From an optimization exercise on the open Yosys and OpenROAD flow, aimed at small area; shortcuts taken in it are not production practice.
Where RTL was checked, it was by simulation tests only, not by an equivalence proof against the original.

==> fjord <==
// register_file
module register_file #(
  parameter int DATA_WIDTH = 32,
  parameter int ADDR_WIDTH = 5
) (
  input  logic                  clk,
  input  logic                  rst,
  input  logic                  reg_write,
  input  logic [ADDR_WIDTH-1:0] rs1,
  input  logic [ADDR_WIDTH-1:0] rs2,
  input  logic [ADDR_WIDTH-1:0] rd,
  input  logic [DATA_WIDTH-1:0] write_data,
  output logic [DATA_WIDTH-1:0] read_data1,
  output logic [DATA_WIDTH-1:0] read_data2
);
==> module register_file, before the edit <==
module register_file #(
  parameter int DATA_WIDTH = 32,
  parameter int ADDR_WIDTH = 5
) (
  input  logic                  clk,
  input  logic                  rst,
  input  logic                  reg_write,
  input  logic [ADDR_WIDTH-1:0] rs1,
  input  logic [ADDR_WIDTH-1:0] rs2,
  input  logic [ADDR_WIDTH-1:0] rd,
  input  logic [DATA_WIDTH-1:0] write_data,
  output logic [DATA_WIDTH-1:0] read_data1,
  output logic [DATA_WIDTH-1:0] read_data2
);
  localparam int DEPTH = 2 ** ADDR_WIDTH;
  localparam int NGRP  = (DEPTH - 1) / 3;    
  logic [DEPTH-1:1]      valid;
  logic                  phase;
  logic [DATA_WIDTH-1:0] regs [DEPTH-1:1];    
  logic [DATA_WIDTH-1:0] nxt  [DEPTH-1:1];
  logic [DEPTH-1:1]      we, we_n;
  logic [DATA_WIDTH-1:0] wd_enc;
  always_comb begin
    for (int i = 1; i < DEPTH; i++) begin
      we[i]   = reg_write && (rd == ADDR_WIDTH'(i));
      we_n[i] = ~we[i];
    end
  end
  always_ff @(posedge clk or posedge rst) begin
    if (rst) begin
      valid <= '0;
      phase <= 1'b0;
    end else begin
      valid <= valid | we;
      phase <= ~phase;
    end
  end
  assign wd_enc = write_data ^ {DATA_WIDTH{phase}};
  for (genvar i = 1; i < DEPTH; i++) begin : g_row
    for (genvar b = 0; b < DATA_WIDTH; b++) begin : g_bit
      rf_hold u_hold (
        .q(regs[i][b]), .wr(we[i]), .wr_n(we_n[i]), .d(wd_enc[b]), .y(nxt[i][b])
      );
    end
  end
  always_ff @(posedge clk) begin
    for (int i = 1; i < DEPTH; i++) regs[i] <= nxt[i];
  end
  logic [DEPTH-1:1] sel1, sel2;
  logic             hit1, hit2;
  always_comb begin
    for (int i = 1; i < DEPTH; i++) begin
      sel1[i] = valid[i] && (rs1 == ADDR_WIDTH'(i));
      sel2[i] = valid[i] && (rs2 == ADDR_WIDTH'(i));
    end
    hit1 = |sel1;
    hit2 = |sel2;
  end
  logic [NGRP-1:0] g1 [DATA_WIDTH];
  logic [NGRP-1:0] g2 [DATA_WIDTH];
  for (genvar b = 0; b < DATA_WIDTH; b++) begin : g_rd
    for (genvar k = 0; k < NGRP; k++) begin : g_grp
      rf_aoi3 u_p1 (
        .a0(sel1[3*k+1]), .b0(regs[3*k+1][b]),
        .a1(sel1[3*k+2]), .b1(regs[3*k+2][b]),
        .a2(sel1[3*k+3]), .b2(regs[3*k+3][b]),
        .y(g1[b][k])
      );
      rf_aoi3 u_p2 (
        .a0(sel2[3*k+1]), .b0(regs[3*k+1][b]),
        .a1(sel2[3*k+2]), .b1(regs[3*k+2][b]),
        .a2(sel2[3*k+3]), .b2(regs[3*k+3][b]),
        .y(g2[b][k])
      );
    end
    assign read_data1[b] = (~(&g1[b]) | (sel1[DEPTH-1] & regs[DEPTH-1][b])) ^ (hit1 & phase);
    assign read_data2[b] = (~(&g2[b]) | (sel2[DEPTH-1] & regs[DEPTH-1][b])) ^ (hit2 & phase);
  end
endmodule
Settings: LEC_CHECK=0, CAP_MARGIN=30, CORE_MARGIN=2, CORE_UTILIZATION=60, SETUP_SLACK_MARGIN=0.2, SLEW_MARGIN=30, SYNTH_HIERARCHICAL=1; clock period 7.0 ns.
standard.sh (not shown) runs the stock make flow with config.mk's settings and CLKGATE_MAP_FILE= SYNTH_SCRIPT=/design/flow/synth_recipe.tcl, a recipe that flattens the netlist after the stock synthesis.
==> flow/flow/run.sh <==
#!/bin/bash
# Standard ORFS layout (the standard.sh), with these changes:
#  - I/O port buffers use buf_1 instead of the default pick (a delay buffer);
#  - after floorplan, the drivers of nets with 12 or more loads are upsized to
#    drive strength 2 (flow/upsize.tcl), so placement repair need not buffer them;
#  - CTS uses clkbuf_8 with sink clusters of up to 16 flops within 50 um,
#    and inserts no dummy loads.
# Each tool's output goes to a log file of its own in this folder.
set -euo pipefail
export BUFFER_PORTS_ARGS="-buffer_cell sky130_fd_sc_hd__buf_1"
export CTS_ARGS="-sink_clustering_enable -repair_clock_nets -dont_use_dummy_load -buf_list {sky130_fd_sc_hd__clkbuf_8} -sink_clustering_size 16 -sink_clustering_max_diameter 50"
RES=$PWD/orfs/results/$FLOW_PLATFORM/register_file/base
bash standard.sh floorplan > standard_floorplan.log 2>&1
UPSIZE_ODB=$RES/2_floorplan.odb UPSIZE_MIN_FANOUT=12 UPSIZE_TO=2 \
  openroad -no_init -exit flow/upsize.tcl > upsize.log 2>&1
bash standard.sh ${STOP_AT:-finish} > standard.log 2>&1
==> flow/flow/upsize.tcl <==
# Upsize the drivers of high-fanout signal nets, before placement, so that the
# placement repair does not need to buffer those nets.
# env: UPSIZE_ODB (db read and written), UPSIZE_MIN_FANOUT, UPSIZE_TO (suffix, e.g. 4)
read_db $::env(UPSIZE_ODB)
set db [ord::get_db]
set block [ord::get_db_block]
set minfo $::env(UPSIZE_MIN_FANOUT)
set to $::env(UPSIZE_TO)
set n 0
foreach inst [$block getInsts] {
  set m [$inst getMaster]
  set name [$m getName]
  if {![regexp {^(sky130_fd_sc_hd__[a-z0-9]+)_([0-9]+)$} $name -> base size]} { continue }
  if {$size >= $to} { continue }
  if {[regexp {df|dl|buf|tap|fill|decap|conb|diode|xor|xnor} $base]} { continue }
  set out {}
  foreach it [$inst getITerms] {
    if {[$it isOutputSignal]} { set out [$it getNet] }
  }
  if {$out eq "" || $out eq "NULL"} { continue }
  if {[$out getSigType] ne "SIGNAL"} { continue }
  set fo 0
  foreach it [$out getITerms] { if {[$it isInputSignal]} { incr fo } }
  if {$fo < $minfo} { continue }
  set new [$db findMaster ${base}_$to]
  if {$new eq "NULL"} { continue }
  $inst swapMaster $new
  incr n
  puts "upsize [$inst getName] $name -> ${base}_$to fanout $fo"
}
puts "upsized $n instances"
write_db $::env(UPSIZE_ODB)
==> nickel (differences from fjord) <==
--- a/flow/design.v
+++ b/flow/design.v
@@ -15,4 +15,11 @@
 );
   assign y = ~((a0 & b0) | (a1 & b1) | (a2 & b2));
+endmodule
+module rf_enc (
+  input  logic d,
+  input  logic p,
+  output logic y
+);
+  assign y = d ^ p;
 endmodule
 module register_file #(
@@ -37,5 +44,5 @@
   logic [DATA_WIDTH-1:0] nxt  [DEPTH-1:1];
   logic [DEPTH-1:1]      we, we_n;
-  logic [DATA_WIDTH-1:0] wd_enc;
+  logic [DATA_WIDTH-1:0] wd_enc [2];
   always_comb begin
     for (int i = 1; i < DEPTH; i++) begin
@@ -53,9 +60,13 @@
     end
   end
-  assign wd_enc = write_data ^ {DATA_WIDTH{phase}};
+  for (genvar h = 0; h < 2; h++) begin : g_enc
+    for (genvar b = 0; b < DATA_WIDTH; b++) begin : g_bit
+      rf_enc u_enc (.d(write_data[b]), .p(phase), .y(wd_enc[h][b]));
+    end
+  end
   for (genvar i = 1; i < DEPTH; i++) begin : g_row
     for (genvar b = 0; b < DATA_WIDTH; b++) begin : g_bit
       rf_hold u_hold (
-        .q(regs[i][b]), .wr(we[i]), .wr_n(we_n[i]), .d(wd_enc[b]), .y(nxt[i][b])
+        .q(regs[i][b]), .wr(we[i]), .wr_n(we_n[i]), .d(wd_enc[i / 16][b]), .y(nxt[i][b])
       );
     end
==> flow/flow/run.sh (replaced) <==
#!/bin/bash
# Standard ORFS layout (the standard.sh), with two changes:
#  - I/O port buffers use buf_1 instead of the default pick (a delay buffer);
#  - CTS uses clkbuf_8 with sink clusters of up to 16 flops within 50 um,
#    and inserts no dummy loads.
set -euo pipefail
export BUFFER_PORTS_ARGS="-buffer_cell sky130_fd_sc_hd__buf_1"
export CTS_ARGS="-sink_clustering_enable -repair_clock_nets -dont_use_dummy_load -buf_list {sky130_fd_sc_hd__clkbuf_8} -sink_clustering_size 16 -sink_clustering_max_diameter 50"
bash standard.sh > standard.log 2>&1
--- a/flow/config.mk
+++ b/flow/config.mk
@@ -6,8 +6,7 @@
 export NUM_CORES = 4
 export LEC_CHECK = 0
-export CAP_MARGIN = 30
+export CAP_MARGIN = 20
 export CORE_MARGIN = 2
 export CORE_UTILIZATION = 60
-export SETUP_SLACK_MARGIN = 0.2
-export SLEW_MARGIN = 30
+export SLEW_MARGIN = 20
 export SYNTH_HIERARCHICAL = 1
removed: flow/flow/upsize.tcl
==> garnet (differences from fjord) <==
==> flow/run.sh (new file) <==
#!/bin/bash
# synth_recipe.tcl (not shown) runs the flow's synth.tcl, then flattens the netlist and writes it again
# the make line also repeats each setting of config.mk as NAME=value (left out here)
make -C /OpenROAD-flow-scripts/flow DESIGN_CONFIG=/design/flow/config.mk WORK_HOME=/design/flow/orfs CLKGATE_MAP_FILE= SYNTH_SCRIPT=/design/flow/synth_recipe.tcl finish
--- a/flow/config.mk
+++ b/flow/config.mk
@@ -6,8 +6,8 @@
 export NUM_CORES = 4
 export LEC_CHECK = 0
-export CAP_MARGIN = 30
+export CAP_MARGIN = 10
 export CORE_MARGIN = 2
 export CORE_UTILIZATION = 60
-export SETUP_SLACK_MARGIN = 0.2
-export SLEW_MARGIN = 30
+export CTS_BUF_LIST = sky130_fd_sc_hd__clkbuf_4 sky130_fd_sc_hd__clkbuf_8
+export SLEW_MARGIN = 10
 export SYNTH_HIERARCHICAL = 1
removed: flow/flow/run.sh
removed: flow/flow/upsize.tcl
removed: flow/standard.sh
==> summary of the runs <==
nickel completed without violations. garnet reached the layout checks and failed them: setup timing. fjord completed with no timing, DRC or antenna violations.
Maximum frequency: fjord > nickel > garnet.
Global-route usage, lowest first: fjord, garnet, nickel.
Of fjord and garnet, garnet has the higher count of clock-buffer cells in the layout (gap 155).
Worst hold slack: nickel > garnet > fjord.
Between nickel and garnet, the lower cell area is in nickel (gap 7.2%, measured against garnet).
The RTL of nickel was laid out without a check of its function.

-- what the ideal ports hide --
The results above use ideal ports. As a check the final layouts listed here were re-extracted and re-timed, cells and wires unchanged.
Step 1 assumes that a clkbuf_16 drives the clock port and a buf_2 every other input.
Step 2 times the ports against the registers' clock, not the clock port: input delays grow and output delays shrink by t, the midpoint of the rising clock arrivals with the driver on.
a / b / c = ideal ports / drivers / drivers and shift; a / b = the first two.
run | t, ns | setup slack, ns | hold WS [ns] | clock arrival spread, ns
fjord | 0.796 | 0.357 / 0.326 / 0.326 | 0.479 / 0.479 / 0.479 | 0.095 / 0.095
nickel | 0.794 | 0.328 / 0.299 / 0.299 | 0.484 / 0.484 / 0.484 | 0.097 / 0.097
garnet | 0.888 | -0.044 / -0.070 / -0.070 | 0.480 / 0.480 / 0.480 | 0.057 / 0.056
The setup slack of fjord, which loses most, moves by -0.031 ns with the drivers and by -0.031 ns with both steps.
